Source: an optimization exercise on an open RTL-to-GDS flow (aim: small area, a short achievable clock period and few clock cycles). Production flows keep margins and buffers that such runs may drop.
Function was checked by simulation only, so behaviour that the tests miss may differ from the original.
Power figures rest on the tool's default switching activity, not on a simulated workload.

**constraint.sdc**
```tcl
create_clock -name core_clock -period 11.0 [get_ports {CLK}]
set_input_delay 2.2000 -clock core_clock [delete_from_list [all_inputs] [get_ports {CLK}]]
set_output_delay 2.2000 -clock core_clock [all_outputs]
set_load 0.01 [all_outputs]
```
**design.v**
```verilog
`default_nettype none
package scaler_pkg;
    localparam int IMG_W      = 100;
    localparam int ROW_W      = 7;    
    localparam int ADDR_W     = 14;
    localparam int TABLE_ROW  = 101;  
    localparam int RESULT_COL = 1;
    localparam int CREDITS    = 2;    
    localparam int DIV_CYCLES = 8;    
    localparam int SPAN_W     = 6;    
    typedef enum logic [1:0] {
        REQ_TABLE = 2'd0,
        REQ_WB    = 2'd1,
        REQ_FETCH = 2'd2
    } sram_req_t;
endpackage
`default_nettype wire
`default_nettype none
package cubic_pkg;
    localparam int PIX_W  = 8;
    localparam int FRAC_W = 8;    
    typedef logic [PIX_W-1:0]  pixel_t;
    typedef logic [FRAC_W-1:0] frac_t;
    localparam int COEF_W      = 12;   
    localparam int ACC_W       = 36;   
    localparam int ROUND_SHIFT = 25;   
endpackage
`default_nettype wire
`timescale 1ns/1ps
`default_nettype none
module frac_divider (
    input  wire       CLK,
    input  wire       load_i,
    input  wire [5:0] x_i,
    input  wire [5:0] d_i,
    input  wire       step_i,
    output logic [7:0] quot_o,
    output logic [5:0] rem_o
);
    logic [6:0] s1, s2;
    logic [5:0] r1;
    logic       b1, b2;
    assign s1 = {rem_o, 1'b0};
    assign b1 = s1 >= {1'b0, d_i};
    assign r1 = b1 ? 6'(s1 - {1'b0, d_i}) : s1[5:0];
    assign s2 = {r1, 1'b0};
    assign b2 = s2 >= {1'b0, d_i};
    always_ff @(posedge CLK) begin
        if (load_i) begin
            rem_o  <= (x_i == d_i) ? 6'd0 : x_i;
            quot_o <= '0;
        end else if (step_i) begin
            rem_o  <= b2 ? 6'(s2 - {1'b0, d_i}) : s2[5:0];
            quot_o <= {quot_o[5:0], b1, b2};
        end
    end
endmodule
`default_nettype wire
`timescale 1ns/1ps
`default_nettype none
module cubic_engine (
    input  wire        CLK,
    input  wire        v_i,       
    input  wire        u1_i,      
    input  wire [7:0]  p0_i,
    input  wire [7:0]  p1_i,
    input  wire [7:0]  p2_i,
    input  wire [7:0]  p3_i,
    input  wire [7:0]  f_i,       
    input  wire [7:0]  d0_i,      
    output logic [7:0] res_o      
);
    logic signed [11:0] a, b;
    logic signed [9:0]  c;
    logic signed [26:0] h_q;    
    logic [7:0]         f_q;
    logic signed [19:0] h1;
    logic signed [34:0] u_add, u_out;    
    logic signed [34:0] u_mul;
    logic signed [9:0]  rnd;
    logic signed [8:0]  fi_s, fq_s;     
    logic signed [34:0] d_add;
    assign a  = 12'(p3_i) - 12'(p0_i) + 12'sd3 * (12'(p1_i) - 12'(p2_i));
    assign b  = 12'(p0_i) * 12'sd2 - 12'(p1_i) * 12'sd5 + 12'(p2_i) * 12'sd4 - 12'(p3_i);
    assign c  = 10'(p2_i) - 10'(p0_i);
    assign fi_s = {1'b0, f_i};
    assign fq_s = {1'b0, f_q};
    assign d_add = {2'd0, d0_i, 1'b1, 24'd0};
    assign h1 = a * fi_s + (20'(b) <<< 8);
    assign u_add = u1_i ? (35'(c) <<< 16) : d_add;
    assign u_mul = h_q * fq_s;
    assign u_out = u_mul + u_add;
    assign rnd   = u_out[34:25];
    always_ff @(posedge CLK) begin
        if (v_i) begin
            h_q <= 27'(h1);
            f_q <= f_i;
        end else if (u1_i) begin
            h_q <= u_out[26:0];
        end
        if (rnd[9])                 res_o <= 8'd0;
        else if (rnd[8])            res_o <= 8'hff;
        else                        res_o <= rnd[7:0];
    end
endmodule
`default_nettype wire
`timescale 1ns/1ps
`default_nettype none
import scaler_pkg::*;
import cubic_pkg::*;
module bicubic_column (
    input  wire                           CLK,
    input  wire                           RST,
    input  wire [scaler_pkg::ROW_W-1:0]   v0_i,
    input  wire [scaler_pkg::ROW_W-1:0]   h0_i,
    input  wire [scaler_pkg::SPAN_W-1:0]  sh_i,
    input  wire [scaler_pkg::SPAN_W-1:0]  th_i,
    output logic [scaler_pkg::ADDR_W-1:0] rom_addr_o,
    input  wire cubic_pkg::pixel_t        rom_data_i,
    output logic                          sram_cen_o,
    output logic                          sram_wen_o,
    output logic [scaler_pkg::ADDR_W-1:0] sram_addr_o,
    output cubic_pkg::pixel_t             sram_wdata_o,
    input  wire cubic_pkg::pixel_t        sram_rdata_i,
    output logic                          done_o
);
    logic [5:0]  dd;               
    logic [5:0]  sm1;              
    logic [7:0]  q_tab, q_row;     
    logic [5:0]  r_tab, r_row;     
    logic [2:0]  cnt_q;            
    logic        div_ok;
    logic [13:0] addr_q;           
    logic        rv_q;             
    logic [7:0]  win [4];          
    logic        ph_q;             
    logic        issue;
    logic [5:0]  ji_q;             
    logic        all_in_q;
    logic [5:0]  r_q;              
    logic [7:0]  f_q;              
    logic [5:0]  g_q;              
    logic [6:0]  rs;
    logic        wrap;
    logic [6:0]  gs;
    logic        gc;
    logic        u1_q, u2_q, wv_q, sh1_q, sh2_q;
    logic [5:0]  jw_q;             
    logic [7:0]  res;
    logic [5:0]  k_q;
    logic [7:0]  t_q;
    logic [5:0]  ta_q;
    logic        tab_done_q;
    logic [6:0]  ts;
    logic        tc;
    logic        tw;
    assign dd  = th_i - 6'd1;
    assign sm1 = sh_i - 6'd1;
    frac_divider u_div_tab (
        .CLK(CLK), .load_i(RST), .x_i(6'd1), .d_i(dd), .step_i(!div_ok),
        .quot_o(q_tab), .rem_o(r_tab)
    );
    frac_divider u_div_row (
        .CLK(CLK), .load_i(RST), .x_i(sm1), .d_i(dd), .step_i(!div_ok),
        .quot_o(q_row), .rem_o(r_row)
    );
    assign div_ok = cnt_q >= 3'd4;
    always_ff @(posedge CLK) begin
        if (RST)                cnt_q <= '0;
        else if (cnt_q != 3'd5) cnt_q <= cnt_q + 3'd1;
    end
    assign issue = ph_q && !all_in_q;
    assign rs    = {1'b0, r_q} + {1'b0, sm1};
    assign wrap  = rs >= {1'b0, dd};
    assign gs    = {1'b0, g_q} + {1'b0, r_row};
    assign gc    = gs >= {1'b0, dd};
    always_ff @(posedge CLK) begin
        if (RST) begin
            ph_q     <= 1'b0;
            ji_q     <= '0;
            all_in_q <= 1'b0;
            r_q      <= '0;
            f_q      <= '0;
            g_q      <= '0;
        end else begin
            ph_q <= (cnt_q == 3'd4) || (cnt_q == 3'd5 && !ph_q);
            if (issue) begin
                ji_q     <= ji_q + 6'd1;
                all_in_q <= (ji_q == dd);
                r_q      <= wrap ? 6'(rs - {1'b0, dd}) : rs[5:0];
                g_q      <= gc ? 6'(gs - {1'b0, dd}) : gs[5:0];
                f_q      <= f_q + q_row + {7'd0, gc};
            end
        end
    end
    logic fetch;
    assign fetch = (cnt_q < 3'd4) || (issue && wrap && ji_q != dd);
    assign rom_addr_o = addr_q;
    always_ff @(posedge CLK) begin
        if (RST) begin
            addr_q <= 14'(v0_i) * 14'd100 + 14'(h0_i) - 14'd100;
            rv_q   <= 1'b0;
        end else begin
            rv_q <= fetch;
            if (fetch) addr_q <= addr_q + 14'd100;
        end
        if (rv_q) begin
            win[0] <= win[1];
            win[1] <= win[2];
            win[2] <= win[3];
            win[3] <= rom_data_i;
        end
    end
    always_ff @(posedge CLK) begin
        if (RST) begin
            u1_q <= 1'b0;
            u2_q <= 1'b0;
            wv_q <= 1'b0;
        end else begin
            u1_q <= issue;
            u2_q <= u1_q;
            wv_q <= u2_q;
        end
        sh1_q <= issue && fetch;
        sh2_q <= sh1_q;
    end
    cubic_engine u_eng (
        .CLK(CLK), .v_i(issue), .u1_i(u1_q),
        .p0_i(win[0]), .p1_i(win[1]), .p2_i(win[2]), .p3_i(win[3]), .f_i(f_q),
        .d0_i(sh2_q ? win[0] : win[1]), .res_o(res)
    );
    assign tw = !tab_done_q && div_ok && !wv_q;
    assign ts = {1'b0, ta_q} + {1'b0, r_tab};
    assign tc = ts >= {1'b0, dd};
    always_ff @(posedge CLK) begin
        if (RST) begin
            k_q        <= '0;
            t_q        <= '0;
            ta_q       <= '0;
            tab_done_q <= 1'b0;
        end else if (tw) begin
            k_q        <= k_q + 6'd1;
            t_q        <= t_q + q_tab + {7'd0, tc};
            ta_q       <= tc ? 6'(ts - {1'b0, dd}) : ts[5:0];
            tab_done_q <= (k_q == dd - 6'd1);
        end
    end
    assign sram_cen_o   = !(wv_q || tw);
    assign sram_wen_o   = sram_cen_o;
    assign sram_addr_o  = wv_q ? {1'b0, jw_q, 7'd1} : {7'd101, 1'b0, k_q};
    assign sram_wdata_o = wv_q ? res : t_q;
    always_ff @(posedge CLK) begin
        if (RST) begin
            jw_q   <= '0;
            done_o <= 1'b0;
        end else if (wv_q) begin
            jw_q <= jw_q + 6'd1;
            if (jw_q == dd) done_o <= 1'b1;
        end
    end
endmodule
`default_nettype wire
```
**config.mk**
```make
export PLATFORM = sky130hd
export DESIGN_NAME = bicubic_column
export DESIGN_NICKNAME = bicubic_column
export VERILOG_FILES = /design/flow/design.v
export SDC_FILE = /design/flow/constraint.sdc
export NUM_CORES = 4
export LEC_CHECK = 0
export CAP_MARGIN = 20
export CORE_MARGIN = 2
export CORE_UTILIZATION = 40
export SLEW_MARGIN = 20
```
**run.sh**
```bash
#!/bin/bash
# synth_recipe.tcl (not shown) runs the flow's synth.tcl, then flattens the netlist and writes it again
# the make line also repeats each setting of config.mk as NAME=value (left out here)
make -C /OpenROAD-flow-scripts/flow DESIGN_CONFIG=/design/flow/config.mk WORK_HOME=/design/flow/orfs CLKGATE_MAP_FILE= SYNTH_SCRIPT=/design/flow/synth_recipe.tcl finish
```
==> impl_results.html <==
<table>
<tr><th>Metric</th><th>Value</th></tr>
<tr><th colspan="2">Status</th></tr>
<tr><td>Result of the run</td><td>finished clean</td></tr>
<tr><th colspan="2">Clocking</th></tr>
<tr><td>Clock latency at the later pin of the worst-skew pair</td><td>480 ps</td></tr>
<tr><td>Number of gates given a new drive strength after cts</td><td>0</td></tr>
<tr><td>Inserted Clock Buffers</td><td>17</td></tr>
<tr><td>Post-CTS Setup Bufs</td><td>0</td></tr>
<tr><td>TritonCTS clock tree</td><td>done</td></tr>
<tr><td>Number of sinks driven by the clock tree</td><td>182</td></tr>
<tr><td>Maximum buffer depth of the clock tree</td><td>2</td></tr>
<tr><td># hold bufs at CTS</td><td>0</td></tr>
<tr><td>Number of levels the H-tree was split into</td><td>4</td></tr>
<tr><td>Clock slew at reported path FFs</td><td>80 ps</td></tr>
<tr><td>Clock root buffer master</td><td>sky130_fd_sc_hd__clkbuf_16</td></tr>
<tr><th colspan="2">Yosys</th></tr>
<tr><td>Total nets after synthesis</td><td>3438</td></tr>
<tr><td>Proportion of synthesized chip area in sequential cells</td><td>18.0%</td></tr>
<tr><td>Yosys warning count</td><td>5</td></tr>
<tr><td>Most numerous cell types in the synthesized netlist</td><td>sky130_fd_sc_hd__inv_1, sky130_fd_sc_hd__ha_1, sky130_fd_sc_hd__fa_1</td></tr>
<tr><td>Synthesized flop and latch total</td><td>182</td></tr>
<tr><td>Number of distinct library cell variants in the gate-level netlist after synthesis</td><td>62</td></tr>
<tr><td>Most area-consuming cells after synthesis</td><td>sky130_fd_sc_hd__fa_1, sky130_fd_sc_hd__ha_1, sky130_fd_sc_hd__edfxtp_1</td></tr>
<tr><td>Number of enable flip-flop cells after synthesis</td><td>93</td></tr>
<tr><td>Area share of the largest cell type after synthesis</td><td>24.1%</td></tr>
<tr><td>Total standard cell area after synthesis</td><td>0.0254 mm²</td></tr>
<tr><td>Leading area contributor after synthesis</td><td>sky130_fd_sc_hd__fa_1</td></tr>
<tr><td>Synthesized instance count</td><td>2775</td></tr>
<tr><td>Commonest register cell after synthesis</td><td>sky130_fd_sc_hd__edfxtp_1</td></tr>
<tr><td>Post-Syn Area per Cell</td><td>9.15 µm²</td></tr>
<tr><td>Most common cell in the synthesized netlist</td><td>sky130_fd_sc_hd__inv_1</td></tr>
<tr><td>Ys async rst share</td><td>0%</td></tr>
<tr><th colspan="2">GRT</th></tr>
<tr><td>Overflow left after global routing</td><td>0</td></tr>
<tr><td>Number of global-route vias before repair</td><td>20052</td></tr>
<tr><td>GRT Resource Usage Total</td><td>18.4%</td></tr>
<tr><td>Global-route wire length before repair</td><td>99400 µm</td></tr>
<tr><td>Pin count of the biggest net entering global routing</td><td>71</td></tr>
<tr><td>Antenna violations before repair</td><td>0</td></tr>
<tr><th colspan="2">STA</th></tr>
<tr><td>Post-route clock skew</td><td>around 17 ps</td></tr>
<tr><td>Number of pins with negative max-slew slack in the final report</td><td>0</td></tr>
<tr><td>Worst slew pin tran</td><td>around 1100 ps</td></tr>
<tr><td>Relative max-transition margin</td><td>29.0%</td></tr>
<tr><td>Endpoints failing hold</td><td>0</td></tr>
<tr><td>Number of failing setup endpoints in the final timing report</td><td>0</td></tr>
<tr><td>Final critical delay including setup and external delays</td><td>9360 ps</td></tr>
<tr><td>Fmax</td><td>107 MHz</td></tr>
<tr><td>Setup TNS</td><td>0 ps</td></tr>
<tr><td>Unrepaired setup endpoints after global routing</td><td>no</td></tr>
<tr><td>Ratio of final minimum period to clock period</td><td>85.1%</td></tr>
<tr><th colspan="2">Run</th></tr>
<tr><td>Reported max-cap violation count</td><td>0</td></tr>
<tr><th colspan="2">Die</th></tr>
<tr><td>Core region area</td><td>0.0629 mm²</td></tr>
<tr><td>Overall die width</td><td>256 µm</td></tr>
<tr><td>Initial Util</td><td>roughly two fifths</td></tr>
<tr><td>Number of primary I/O pins</td><td>83</td></tr>
<tr><td>Overall die height</td><td>256 µm</td></tr>
<tr><td>Placement Rows</td><td>92</td></tr>
<tr><td>Die Outline Area</td><td>0.0655 mm²</td></tr>
<tr><th colspan="2">Placed design</th></tr>
<tr><td>IO Port Bufs</td><td>73</td></tr>
<tr><td>Final RePlAce weighted congestion</td><td>0.895</td></tr>
<tr><td>HPWL after detailed placement</td><td>46000 µm</td></tr>
<tr><th colspan="2">Setup path</th></tr>
<tr><td>Crit path max-delay cell type</td><td>sky130_fd_sc_hd__or4_1</td></tr>
<tr><td>Class of the most critical setup path</td><td>reg2reg</td></tr>
<tr><td>Worst endpoint data arrival time</td><td>9550 ps</td></tr>
<tr><td>Register-to-Register Setup Slack</td><td>approximately 1600 ps</td></tr>
<tr><td>Crit path largest cell delay</td><td>710 ps</td></tr>
<tr><td>Worst-path fanout max</td><td>8</td></tr>
<tr><td>Required time reported for the critical path endpoint</td><td>between 10000 and 15000 ps</td></tr>
<tr><td>Worst Setup Start Kind</td><td>register</td></tr>
<tr><td>Crit end category</td><td>register</td></tr>
<tr><th colspan="2">Cells and area</th></tr>
<tr><td>Total Nets Final</td><td>3473</td></tr>
<tr><td>Ratio of cells with drive above 1 in the final layout</td><td>3.05%</td></tr>
<tr><td>Antenna cell count</td><td>0</td></tr>
<tr><td>Count of filler cells inserted in the layout</td><td>6152</td></tr>
<tr><td>Signed area change from the synthesized netlist to the final layout</td><td>8.94%</td></tr>
<tr><th colspan="2">Route</th></tr>
<tr><td>First-iteration detailed-routing DRC count</td><td>roughly 720</td></tr>
<tr><td>Via-per-instance ratio</td><td>between 5 and 6</td></tr>
<tr><td>Post-route ant nets</td><td>0</td></tr>
<tr><td>Via count</td><td>18445</td></tr>
<tr><td>Detail-routed net length per standard cell</td><td>around 16 µm</td></tr>
<tr><td>Post-Route WL</td><td>roughly 57000 µm</td></tr>
<tr><td>DRT Pass-1 Iters</td><td>5</td></tr>
<tr><td>DRC Markers</td><td>0</td></tr>
<tr><th colspan="2">Power and ir drop</th></tr>
<tr><td>Static leakage</td><td>13.4 nW</td></tr>
<tr><td>Peak supply drop</td><td>roughly 0.00046 V</td></tr>
<tr><td>Power per Cell Area</td><td>302 mW/mm²</td></tr>
<tr><td>Post-route total power</td><td>8.35 mW</td></tr>
<tr><th colspan="2">Hold path</th></tr>
<tr><td>Worst hold-check path type</td><td>reg2reg</td></tr>
</table>
[metrics by stage]
step | area [µm²] | cells | hold WS [ps] | setup WS, ps | utilization (%)
6_report | 27700 | 3669 | 342 | 1640 | 44.0
5_1_grt | 27700 | 3669 | 353 | 910 | 44.0
4_1_cts | 27700 | 3669 | 344 | 1560 | 44.0
3_5_place_dp | 27000 | 3637 | 318 | 1590 | 43.0
3_3_place_gp | 27000 | 3637 | 318 | 1700 | 43.0
2_1_floorplan | 25400 | 2775 | 310 | 2550 | -
[layout make-up]
cell class                      instances  area, µm²  share of cell area, %
Clock inverter                         10        110                  0.398
Timing Repair Buffer                   88        841                   3.04
Inverter                              484       1820                   6.57
Clock buffer                           22        528                   1.91
Tap cell                              846       1060                   3.83
Multi-Input combinational cell       2037      18700                   67.7
Sequential cell                       182       4570                   16.5
[worst max-delay path, delay by kind of cell (launching register included)]
family                   cells  cell delay [ps]
AND/OR/NAND/NOR              5             1230
AO/OA/AOI/OAI               12             1890
adder cells (fa/ha/maj)      9             3980
flip-flops                   1              490
XOR/XNOR                     2              500
buffers and inverters        7              670
multiplexers                 2              330
[kinds of logic after synthesis]
kind of cell	synth area share (%)
mux	1.94
compound gates	10.9
flops	18.0
other cells	0.0148
fa+ha+maj	39.6
simple gates	13.9
xor+xnor	7.47
buf+inv	8.26
[worst paths after layout]
path              depth (start not counted)                 from                       to
hold / removal                            0        sh1_q$_DFF_P_            sh2_q$_DFF_P_
hold reg to reg                           0        sh1_q$_DFF_P_            sh2_q$_DFF_P_
setup / recovery                         37  win[2][1]$_DFFE_PP_  u_eng.h_q[20]$_DFFE_PP_
setup reg to reg                         37  win[2][1]$_DFFE_PP_  u_eng.h_q[20]$_DFFE_PP_
[flip-flops by register name, summed over array words and instances (netlist names), 3 cells and up]
| register | cells |
|---|---|
| u_eng.res_o | 8 |
| t_q | 8 |
| addr_q | 14 |
| k_q | 6 |
| u_div_tab.rem_o | 6 |
| cnt_q | 3 |
| u_eng.f_q | 8 |
| g_q | 6 |
| jw_q | 6 |
| u_eng.h_q | 27 |
| u_div_row.quot_o | 8 |
| r_q | 6 |
| ji_q | 6 |
| win | 32 |
| f_q | 8 |
| ta_q | 6 |
| u_div_row.rem_o | 6 |
| u_div_tab.quot_o | 8 |
[power breakdown]
part | leakage, nW | switching [mW] | total, mW | internal, mW
clock | 0.315 | 0.312 | 0.667 | 0.355
combinational | 11.5 | 3.87 | 6.59 | 2.73
sequential | 1.63 | 0.120 | 1.09 | 0.966
[metal layers]
layer	part of all wire [%]	GRT usage (%)	vias to the layer above	wire, µm
met3	2.7	2.23	44	1570
met2	50	32.5	263	28800
met5	0	0	-	0
li1	-	-	9010	-
met1	45	23.6	9128	26000
met4	1.9	5.56	0	1110
[placed cells by master, fill, tap and decap left out, types with 14 or more instances in the layout]
master / instances
sky130_fd_sc_hd__buf_4: 16
sky130_fd_sc_hd__nand2b_1: 23
sky130_fd_sc_hd__nor2b_1: 18
sky130_fd_sc_hd__clkdlybuf4s50_1: 72
sky130_fd_sc_hd__a21o_1: 59
sky130_fd_sc_hd__clkbuf_16: 20
sky130_fd_sc_hd__nor2_1: 130
sky130_fd_sc_hd__o21bai_1: 41
sky130_fd_sc_hd__and2_1: 198
sky130_fd_sc_hd__xnor2_1: 120
sky130_fd_sc_hd__inv_1: 483
sky130_fd_sc_hd__nand3_1: 22
sky130_fd_sc_hd__a21oi_1: 183
sky130_fd_sc_hd__xor2_1: 91
sky130_fd_sc_hd__o21ai_0: 55
sky130_fd_sc_hd__o21a_1: 21
sky130_fd_sc_hd__edfxtp_1: 93
sky130_fd_sc_hd__mux2i_1: 30
sky130_fd_sc_hd__mux2_2: 17
sky130_fd_sc_hd__fa_1: 306
sky130_fd_sc_hd__nand2_1: 249
sky130_fd_sc_hd__ha_1: 313
sky130_fd_sc_hd__nor3_1: 17
sky130_fd_sc_hd__nand4_1: 14
sky130_fd_sc_hd__a211oi_1: 16
sky130_fd_sc_hd__dfxtp_1: 89
Testbench counts, summed over its fixed seeds: cycles 4,718.

## re-timing with driven ports
No port has a modelled driver above. Below, the same layout with a new extraction and two added sets of constraints.
Step 1 assumes that a clkbuf_16 drives the clock port and a buf_2 every other input.
Step 2 moves the port delays by t, midway between the first and last clock arrival at a register: inputs arrive t later, outputs are due t later. That takes back most of the time a late clock gives input paths.
Three values: ideal ports, drivers, drivers and shift; two values: the first two.
shift t [ns]: 0.529
setup WS [ns]: 1.640 / 1.640 / 1.640
worst hold slack (ns): 0.342 / 0.342 / 0.342
worst setup path at the end: register to register
clock arrival spread, ns: 0.018 / 0.018
After both steps setup and hold are still met in this run. For this run, drivers alone change the setup slack by 0.000 ns; drivers and shift together by 0.000 ns.
